Context: an optimization exercise on an open-source flow, tuned for small area and a short achievable clock period. The choices shown serve that exercise and are no tape-out recipe. The RTL was checked by simulation tests, not by an equivalence proof against the original design. No activity file was given, so power comes from the tool's default toggle rates. No driver is modelled on the clock port, so clocking that relies on it looks cheaper here than on a real chip.

==> flow/design.v <==
`default_nettype none
module any1_alu_queue #(
   parameter int DEPTH        = 8,
   parameter int AFULL_MARGIN = 2
) (
   input  logic                     rst_i,
   input  logic                     clk_i,
   input  logic                     flush_i,
   input  logic [358:0]             rec_i,
   output logic [358:0]             rec_o,
   output logic                     valid_o,
   input  logic                     rdy_i,
   output logic [$clog2(DEPTH):0]   count_o,
   output logic                     full_o,
   output logic                     afull_o,
   output logic                     ovf_o
);
   localparam int PW = 358;            
   localparam int RN = DEPTH - 1;      
   logic [PW-1:0]  head;
   logic [PW-1:0]  ring [RN];
   logic [RN-1:0]  wptr;               
   logic [RN-1:0]  rsel;               
   logic [3:0]     count;
   logic           valid, full, afull, ovf;
   logic           le1;                
   logic           mid;                
   logic           one;                
   logic           wr, go;
   logic           pop, push;
   logic           head_in;            
   logic           head_ring;          
   logic           head_hold;
   logic [RN-1:0]  head_sel;
   logic           ring_wr;            
   logic [RN-1:0]  ring_we;
   logic [3:0]     count_nx;
   logic [RN-1:0]  rptr_nx;
   logic [RN-1:0]  rptr;
   logic [PW-1:0]  head_nx;
   assign wr   = rec_i[358];
   assign go   = ~flush_i;
   assign pop  = valid & rdy_i & go;
   assign push = wr & go & (~full | pop);
   assign head_in   = wr & go & (rdy_i ? le1 : ~valid);
   assign head_ring = rdy_i & go & ~le1;
   assign head_sel  = {RN{rdy_i & go}} & rsel;
   assign head_hold = ~head_in & ~head_ring;
   assign ring_wr = wr & go & (mid | (rdy_i ? full : one));
   assign ring_we = {RN{ring_wr}} & wptr;
   always_comb begin
      count_nx = count;
      if (push & ~pop) count_nx = count + 4'd1;
      else if (pop & ~push) count_nx = count - 4'd1;
   end
   assign rptr_nx = head_ring ? {rptr[RN-2:0], rptr[RN-1]} : rptr;
   always_ff @(posedge clk_i or posedge rst_i) begin
      if (rst_i) begin
         count <= '0;
         valid <= 1'b0;
         full  <= 1'b0;
         afull <= 1'b0;
         ovf   <= 1'b0;
         le1   <= 1'b1;
         mid   <= 1'b0;
         one   <= 1'b0;
         rptr  <= RN'(1);
         rsel  <= '0;
         wptr  <= RN'(1);
      end else if (flush_i) begin
         count <= '0;
         valid <= 1'b0;
         full  <= 1'b0;
         afull <= 1'b0;
         ovf   <= 1'b0;
         le1   <= 1'b1;
         mid   <= 1'b0;
         one   <= 1'b0;
         rptr  <= RN'(1);
         rsel  <= '0;
         wptr  <= RN'(1);
      end else begin
         count <= count_nx;
         valid <= (count_nx != 4'd0);
         full  <= (count_nx == 4'(DEPTH));
         afull <= (count_nx >= 4'(DEPTH - AFULL_MARGIN));
         le1   <= (count_nx <= 4'd1);
         mid   <= (count_nx >= 4'd2) & (count_nx <= 4'(DEPTH - 1));
         one   <= (count_nx == 4'd1);
         if (wr & full & ~pop) ovf <= 1'b1;
         rptr  <= rptr_nx;
         rsel  <= (count_nx >= 4'd2) ? rptr_nx : '0;
         if (ring_wr) wptr <= {wptr[RN-2:0], wptr[RN-1]};
      end
   end
   for (genvar b = 0; b < PW; b++) begin : g_head
      logic g0, g1, g2;
      any1_alu_queue_aoi222 u_g0 (
         .s0(head_hold),   .d0(head[b]),
         .s1(head_in),     .d1(rec_i[b]),
         .s2(head_sel[0]), .d2(ring[0][b]), .y(g0));
      any1_alu_queue_aoi222 u_g1 (
         .s0(head_sel[1]), .d0(ring[1][b]),
         .s1(head_sel[2]), .d1(ring[2][b]),
         .s2(head_sel[3]), .d2(ring[3][b]), .y(g1));
      any1_alu_queue_aoi222 u_g2 (
         .s0(head_sel[4]), .d0(ring[4][b]),
         .s1(head_sel[5]), .d1(ring[5][b]),
         .s2(head_sel[6]), .d2(ring[6][b]), .y(g2));
      any1_alu_queue_nand3 u_n (.a(g0), .b(g1), .c(g2), .y(head_nx[b]));
   end
   always_ff @(posedge clk_i) head <= head_nx;
   for (genvar k = 0; k < RN; k++) begin : g_ring
      always_ff @(posedge clk_i) begin
         if (ring_we[k]) ring[k] <= rec_i[PW-1:0];
      end
   end
   assign rec_o   = {valid, head};
   assign valid_o = valid;
   assign count_o = count;
   assign full_o  = full;
   assign afull_o = afull;
   assign ovf_o   = ovf;
endmodule
module any1_alu_queue_aoi222 (
   input  logic s0, d0, s1, d1, s2, d2,
   output logic y
);
   assign y = ~((s0 & d0) | (s1 & d1) | (s2 & d2));
endmodule
module any1_alu_queue_nand3 (
   input  logic a, b, c,
   output logic y
);
   assign y = ~(a & b & c);
endmodule
`default_nettype wire
==> flow/config.mk <==
export PLATFORM = sky130hd
export DESIGN_NAME = any1_alu_queue
export DESIGN_NICKNAME = any1_alu_queue
export VERILOG_FILES = /design/flow/design.v
export SDC_FILE = /design/flow/constraint.sdc
export NUM_CORES = 4
export LEC_CHECK = 0
export CAP_MARGIN = 20
export CORE_MARGIN = 2
export CORE_UTILIZATION = 70
export CTS_CLUSTER_DIAMETER = 60
export CTS_CLUSTER_SIZE = 30
export PLACE_DENSITY = 0.8
export SETUP_SLACK_MARGIN = 2.0
export SLEW_MARGIN = 20
export SYNTH_HIERARCHICAL = 1
export SYNTH_MINIMUM_KEEP_SIZE = 0
==> flow/constraint.sdc <==
create_clock -name core_clock -period 4.4 [get_ports {clk_i}]
set_input_delay 0.8800 -clock core_clock [delete_from_list [all_inputs] [get_ports {clk_i}]]
set_output_delay 0.8800 -clock core_clock [all_outputs]
set_load 0.01 [all_outputs]
run.sh (not shown) runs the stock make flow with config.mk's settings and CLKGATE_MAP_FILE= SYNTH_SCRIPT=/design/flow/synth_recipe.tcl, a recipe that flattens the netlist after the stock synthesis.
Edit:
==> flow/flow/run.sh (new file) <==
#!/bin/bash
# Layout flow: the standard ORFS flow (standard.sh), with the port
# buffers made from buf_2 cells instead of the default delay-buffer cell and
# the clock tree built without dummy balancing loads.
set -euo pipefail
export BUFFER_PORTS_ARGS="-buffer_cell sky130_fd_sc_hd__buf_2"
export CTS_ARGS="-sink_clustering_enable -repair_clock_nets -sink_clustering_size 30 -sink_clustering_max_diameter 80 -dont_use_dummy_load"
bash standard.sh > standard.log 2>&1
==> flow/standard.sh (new file) <==
#!/bin/bash
# synth_recipe.tcl (not shown) runs the flow's synth.tcl, then flattens the netlist and writes it again
# the make line also repeats each setting of config.mk as NAME=value (left out here)
make -C /OpenROAD-flow-scripts/flow DESIGN_CONFIG=/design/flow/config.mk WORK_HOME=/design/flow/orfs CLKGATE_MAP_FILE= SYNTH_SCRIPT=/design/flow/synth_recipe.tcl "${@:-finish}"
CORE_UTILIZATION = 60   (was 70)
CTS_CLUSTER_DIAMETER = 80   (was 60)
PLACE_DENSITY = 0.7   (was 0.8)
SETUP_SLACK_MARGIN = 1.8   (was 2.0)
removed: flow/run.sh
Sequential share of layout area is higher by 3.9 points.
Wire length is lower by a few percent.
Die area is higher by about a fifth.
Power is lower by roughly a tenth.
Global-route usage is lower by 7.0 points.
Flip-flop and latch count does not change.
Register-to-register slack loses 220 ps.
First-iteration DRC count is lower by about a fifth.
Via count is lower by a few percent.
Edit:
==> flow/run.sh (new file) <==
#!/bin/bash
# synth_recipe.tcl (not shown) runs the flow's synth.tcl, then flattens the netlist and writes it again
# the make line also repeats each setting of config.mk as NAME=value (left out here)
make -C /OpenROAD-flow-scripts/flow DESIGN_CONFIG=/design/flow/config.mk WORK_HOME=/design/flow/orfs CLKGATE_MAP_FILE= SYNTH_SCRIPT=/design/flow/synth_recipe.tcl finish
removed: flow/flow/run.sh
removed: flow/standard.sh
After rerunning:
- utilization increases by 3.1 points
- power increases by about 5.3%
- non-clock buffer count increases by 21
- maximum frequency increases by about 5.3%
- via count increases by 0.44%
- worst hold slack improved by 220 ps
- worst setup slack improved by 140 ps
- wire length increases by 0.99%
- area after synthesis stays the same
- sequential share of layout area decreases by 3.2 points

========
## run 1
Another version of the RTL of any1_alu_queue (not shown whole).
For scale: about 4500 cells after synthesis, about 2900 flip-flops, about 730 I/O pins, about 0.097 mm² of cells after synthesis.
Design any1_alu_queue, start of the top module:
module any1_alu_queue #(
   parameter int DEPTH        = 8,
   parameter int AFULL_MARGIN = 2
) (
   input  logic                     rst_i,
   input  logic                     clk_i,
   input  logic                     flush_i,
   input  logic [358:0]             rec_i,
   output logic [358:0]             rec_o,
   output logic                     valid_o,
   input  logic                     rdy_i,
   output logic [$clog2(DEPTH):0]   count_o,
   output logic                     full_o,
   output logic                     afull_o,
   output logic                     ovf_o
);
clock: 4.4 ns
lec_check: 0
cap_margin: 20
core_margin: 2
core_utilization: 70
cts_cluster_diameter: 80
cts_cluster_size: 30
place_density: 0.8
setup_slack_margin: 2.2
slew_margin: 20
synth_hierarchical: 1
synth_minimum_keep_size: 0
standard.sh (not shown) runs the stock make flow with config.mk's settings and CLKGATE_MAP_FILE= SYNTH_SCRIPT=/design/flow/synth_recipe.tcl, a recipe that flattens the netlist after the stock synthesis.
==> flow/flow/run.sh <==
#!/bin/bash
# Layout flow: the standard ORFS flow (standard.sh), with the port
# buffers made from buf_2 cells instead of the default delay-buffer cell and
# the clock tree built without dummy balancing loads.
set -euo pipefail
export BUFFER_PORTS_ARGS="-buffer_cell sky130_fd_sc_hd__buf_2"
export CTS_ARGS="-sink_clustering_enable -repair_clock_nets -sink_clustering_size 30 -sink_clustering_max_diameter 80 -dont_use_dummy_load"
bash standard.sh > standard.log 2>&1
Per the final summary, run 1 finished and its layout is clean on timing, DRC and antenna.
diff inputs: run 1 => run 2
# run 1
export LEC_CHECK = 0
export CAP_MARGIN = 20
export CORE_MARGIN = 2
export CORE_UTILIZATION = 70
export CTS_CLUSTER_DIAMETER = 80
export CTS_CLUSTER_SIZE = 30
export PLACE_DENSITY = 0.8
export SETUP_SLACK_MARGIN = 2.2
export SLEW_MARGIN = 20
export SYNTH_HIERARCHICAL = 1
export SYNTH_MINIMUM_KEEP_SIZE = 0
create_clock -name core_clock -period 4.4 [get_ports {clk_i}]
# run 2
export LEC_CHECK = 0
export CAP_MARGIN = 20
export CORE_MARGIN = 2
export CORE_UTILIZATION = 65
export CTS_CLUSTER_DIAMETER = 80
export CTS_CLUSTER_SIZE = 30
export PLACE_DENSITY = 0.75
export SETUP_SLACK_MARGIN = 2.2
export SLEW_MARGIN = 20
export SYNTH_HIERARCHICAL = 1
export SYNTH_MINIMUM_KEEP_SIZE = 0
create_clock -name core_clock -period 4.4 [get_ports {clk_i}]
Results
Cmp run 2 and run 1 / overall fraction of global-route tracks in use / lower: run 2. Data-path buffer share of cell area in the final layout across run 2 and run 1: no real change. From run 2 to run 1, total standard cell area after synthesis did not move at all. Run 2 ends up with a total internal power that is 0.87% higher than in run 1. When the final numbers for run 2 and run 1 were put side by side, the final cell count without fillers turned out to be greater in run 2. Run 2 ended with more relative contribution of the clock network to total power than run 1. Changes observed in run 2 relative to run 1: routed wire length per instance dropped 4.4%; cell area after layout barely changed.
Relative to run 2, the following input files were edited for run 3:
# run 2
export LEC_CHECK = 0
export CAP_MARGIN = 20
export CORE_MARGIN = 2
export CORE_UTILIZATION = 65
export CTS_CLUSTER_DIAMETER = 80
export CTS_CLUSTER_SIZE = 30
export PLACE_DENSITY = 0.75
export SETUP_SLACK_MARGIN = 2.2
export SLEW_MARGIN = 20
export SYNTH_HIERARCHICAL = 1
export SYNTH_MINIMUM_KEEP_SIZE = 0
create_clock -name core_clock -period 4.4 [get_ports {clk_i}]
# run 3
export LEC_CHECK = 0
export CAP_MARGIN = 20
export CORE_MARGIN = 2
export CORE_UTILIZATION = 65
export CTS_CLUSTER_DIAMETER = 80
export CTS_CLUSTER_SIZE = 30
export PLACE_DENSITY = 0.75
export SETUP_SLACK_MARGIN = 2.4
export SLEW_MARGIN = 20
export SYNTH_HIERARCHICAL = 1
export SYNTH_MINIMUM_KEEP_SIZE = 0
create_clock -name core_clock -period 4.4 [get_ports {clk_i}]
==> flow/flow/run.sh <==
#!/bin/bash
# Layout flow: the standard ORFS flow (standard.sh), with the port
# buffers made from buf_1 cells instead of the default delay-buffer cell and
# the clock tree built without dummy balancing loads.
set -euo pipefail
export BUFFER_PORTS_ARGS="-buffer_cell sky130_fd_sc_hd__buf_1"
export CTS_ARGS="-sink_clustering_enable -repair_clock_nets -sink_clustering_size 30 -sink_clustering_max_diameter 80 -dont_use_dummy_load"
bash standard.sh > standard.log 2>&1
On overall via count from detail_route: between run 2 and run 3, it ends up higher for run 3. Run 3 vs run 2 — number of buffers other than clock buffers in the final layout climbed by more than 10%. Relative to run 2, count of clock-buffer cells in the layout increased by 1 in run 3. Relative to run 2, logic gate share of total power has increased by 3.2 points in run 3. Changes observed in run 3 relative to run 2: slack of the worst reg-to-reg path has decreased; maximum frequency went down; power drawn by the clock network roughly the same. Compared with run 2, run 3 shows a lower pin count of the biggest net entering global routing.
--- input diff run 3..run 4 ---
# run 3
export LEC_CHECK = 0
export CAP_MARGIN = 20
export CORE_MARGIN = 2
export CORE_UTILIZATION = 65
export CTS_CLUSTER_DIAMETER = 80
export CTS_CLUSTER_SIZE = 30
export PLACE_DENSITY = 0.75
export SETUP_SLACK_MARGIN = 2.4
export SLEW_MARGIN = 20
export SYNTH_HIERARCHICAL = 1
export SYNTH_MINIMUM_KEEP_SIZE = 0
create_clock -name core_clock -period 4.4 [get_ports {clk_i}]
# run 4
export LEC_CHECK = 0
export CAP_MARGIN = 20
export CORE_MARGIN = 2
export CORE_UTILIZATION = 65
export CTS_CLUSTER_DIAMETER = 80
export CTS_CLUSTER_SIZE = 30
export PLACE_DENSITY = 0.75
export SETUP_SLACK_MARGIN = 2.2
export SLEW_MARGIN = 20
export SYNTH_HIERARCHICAL = 1
export SYNTH_MINIMUM_KEEP_SIZE = 0
create_clock -name core_clock -period 4.4 [get_ports {clk_i}]
### Flow results
- Run 4 reports a higher worst setup slack than run 3 does.
- Between run 4 and run 3, the difference in power per cell area is negligible.
- Diff run 4 and run 3: clock network fraction of total power higher in run 4
- Critical path data required time (run 4 over run 3): increase, 20 ps
- Relative to run 3, share of the core filled with cells in the final layout decreased by 3.7 points in run 4.
- Vias: run 4 fewer than run 3
- Looking at global-route wire length before repair across both flows, run 4 is the stronger of the two, with run 3 trailing.
- The clock skew was comparable across run 4 and run 3.
- Run 4 ends up with a sum of routed wire segments on met1 that is about 6% lower than in run 3.

========
Another version of the RTL of any1_alu_queue (not shown whole).
For scale: ~5200 cells after synthesis, roughly 2900 flip-flops.
## any1_alu_queue
module any1_alu_queue #(
   parameter int DEPTH        = 8,
   parameter int AFULL_MARGIN = 2
) (
   input  logic                     rst_i,
   input  logic                     clk_i,
   input  logic                     flush_i,
   input  logic [358:0]             rec_i,
   output logic [358:0]             rec_o,
   output logic                     valid_o,
   input  logic                     rdy_i,
   output logic [$clog2(DEPTH):0]   count_o,
   output logic                     full_o,
   output logic                     afull_o,
   output logic                     ovf_o
);
clock: 4.4 ns
lec_check: 0
cap_margin: 20
core_margin: 2
core_utilization: 60
place_density: 0.7
setup_slack_margin: 1.8
slew_margin: 20
run.sh (not shown) runs the stock make flow with config.mk's settings and CLKGATE_MAP_FILE= SYNTH_SCRIPT=/design/flow/synth_recipe.tcl, a recipe that flattens the netlist after the stock synthesis.
Stock flow here: none of the scripts above is used.
The first run completed without violations.
Edit:
Settings changed: CORE_UTILIZATION 60 to 40, PLACE_DENSITY 0.7 to not set, SETUP_SLACK_MARGIN 1.8 to not set.
After rerunning:
- The changed run passed the timing, design-rule and antenna checks
- setup slack gets worse by 0.42 ns
- sequential share of layout area goes down by 1.3 points
- core utilization goes down by 24 points
- sequential cell count does not change
- non-clock buffer count goes down by 7
- synthesized area is unchanged
- routed wire length goes up by a few percent
- via count goes down slightly
- sequential power barely changes
- clock skew goes up by 0.047 ns
Edit:
Settings changed: CORE_UTILIZATION 40 to 60, CTS_CLUSTER_DIAMETER set to 80, CTS_CLUSTER_SIZE set to 30, PLACE_DENSITY set to 0.7, SETUP_SLACK_MARGIN set to 1.8.
Effect:
- The changed run passed the timing, design-rule and antenna checks
- register-to-register slack gains 0.25 ns
- design area fell by a few percent
- setup slack improved by 0.48 ns
- global-route usage grows by 8.5 points
- clock power falls by well over a third
- final cell count falls by about a fifth

re-timing with driven ports:
Ports are ideal in the flow. The routed layouts listed here were re-timed in OpenROAD.
Step 1: set_driving_cell puts a clkbuf_16 on clk_i and a buf_2 on each other input, an assumption about the parent block.
Step 2, shift: input delay + t, output delay - t, t = (earliest + latest rising clock arrival at the registers) / 2. This alone moves slack from input paths to output paths.
Three values: ideal ports, drivers, drivers and shift; two values: the first two.
run | t, ns | setup WS [ns] | worst hold slack (ns) | worst setup path at the end | worst slew at a driven data input, ns
the first run of note 1 | 0.884 | 1.955 / 1.873 / 1.354 | 0.473 / 0.419 / 0.473 | input to register | 0.18
the second run of note 1 | 0.834 | 1.712 / 1.752 / 0.944 | 0.256 / 0.189 / 0.422 | input to register | 0.18
the third run of note 1 | 0.847 | 1.848 / 1.762 / 1.088 | 0.475 / 0.423 / 0.475 | input to register | 0.15
run 1 | 0.815 | 2.188 / 2.107 / 1.444 | 0.251 / 0.192 / 0.439 | input to register | 0.19
run 2 | 0.834 | 2.183 / 2.097 / 1.448 | 0.234 / 0.169 / 0.425 | input to register | 0.20
run 3 | 0.822 | 2.055 / 2.055 / 1.356 | 0.242 / 0.186 / 0.417 | input to register | 0.20
run 4 | 0.817 | 2.129 / 2.112 / 1.367 | 0.240 / 0.184 / 0.414 | input to register | 0.21
the first run of note 3 | 0.973 | 1.770 / 1.772 / 0.858 | 0.467 / 0.405 / 0.482 | input to register | 0.17
the second run of note 3 | 0.997 | 1.353 / 1.260 / 0.764 | 0.473 / 0.405 / 0.483 | input to register | 0.19
the third run of note 3 | 0.858 | 1.832 / 1.765 / 1.057 | 0.493 / 0.487 / 0.493 | input to register | 0.18
After both steps setup and hold are still met in every run listed. The setup slack of the first run of note 3, which loses most, moves by +0.002 ns with the drivers and by -0.912 ns with both steps.
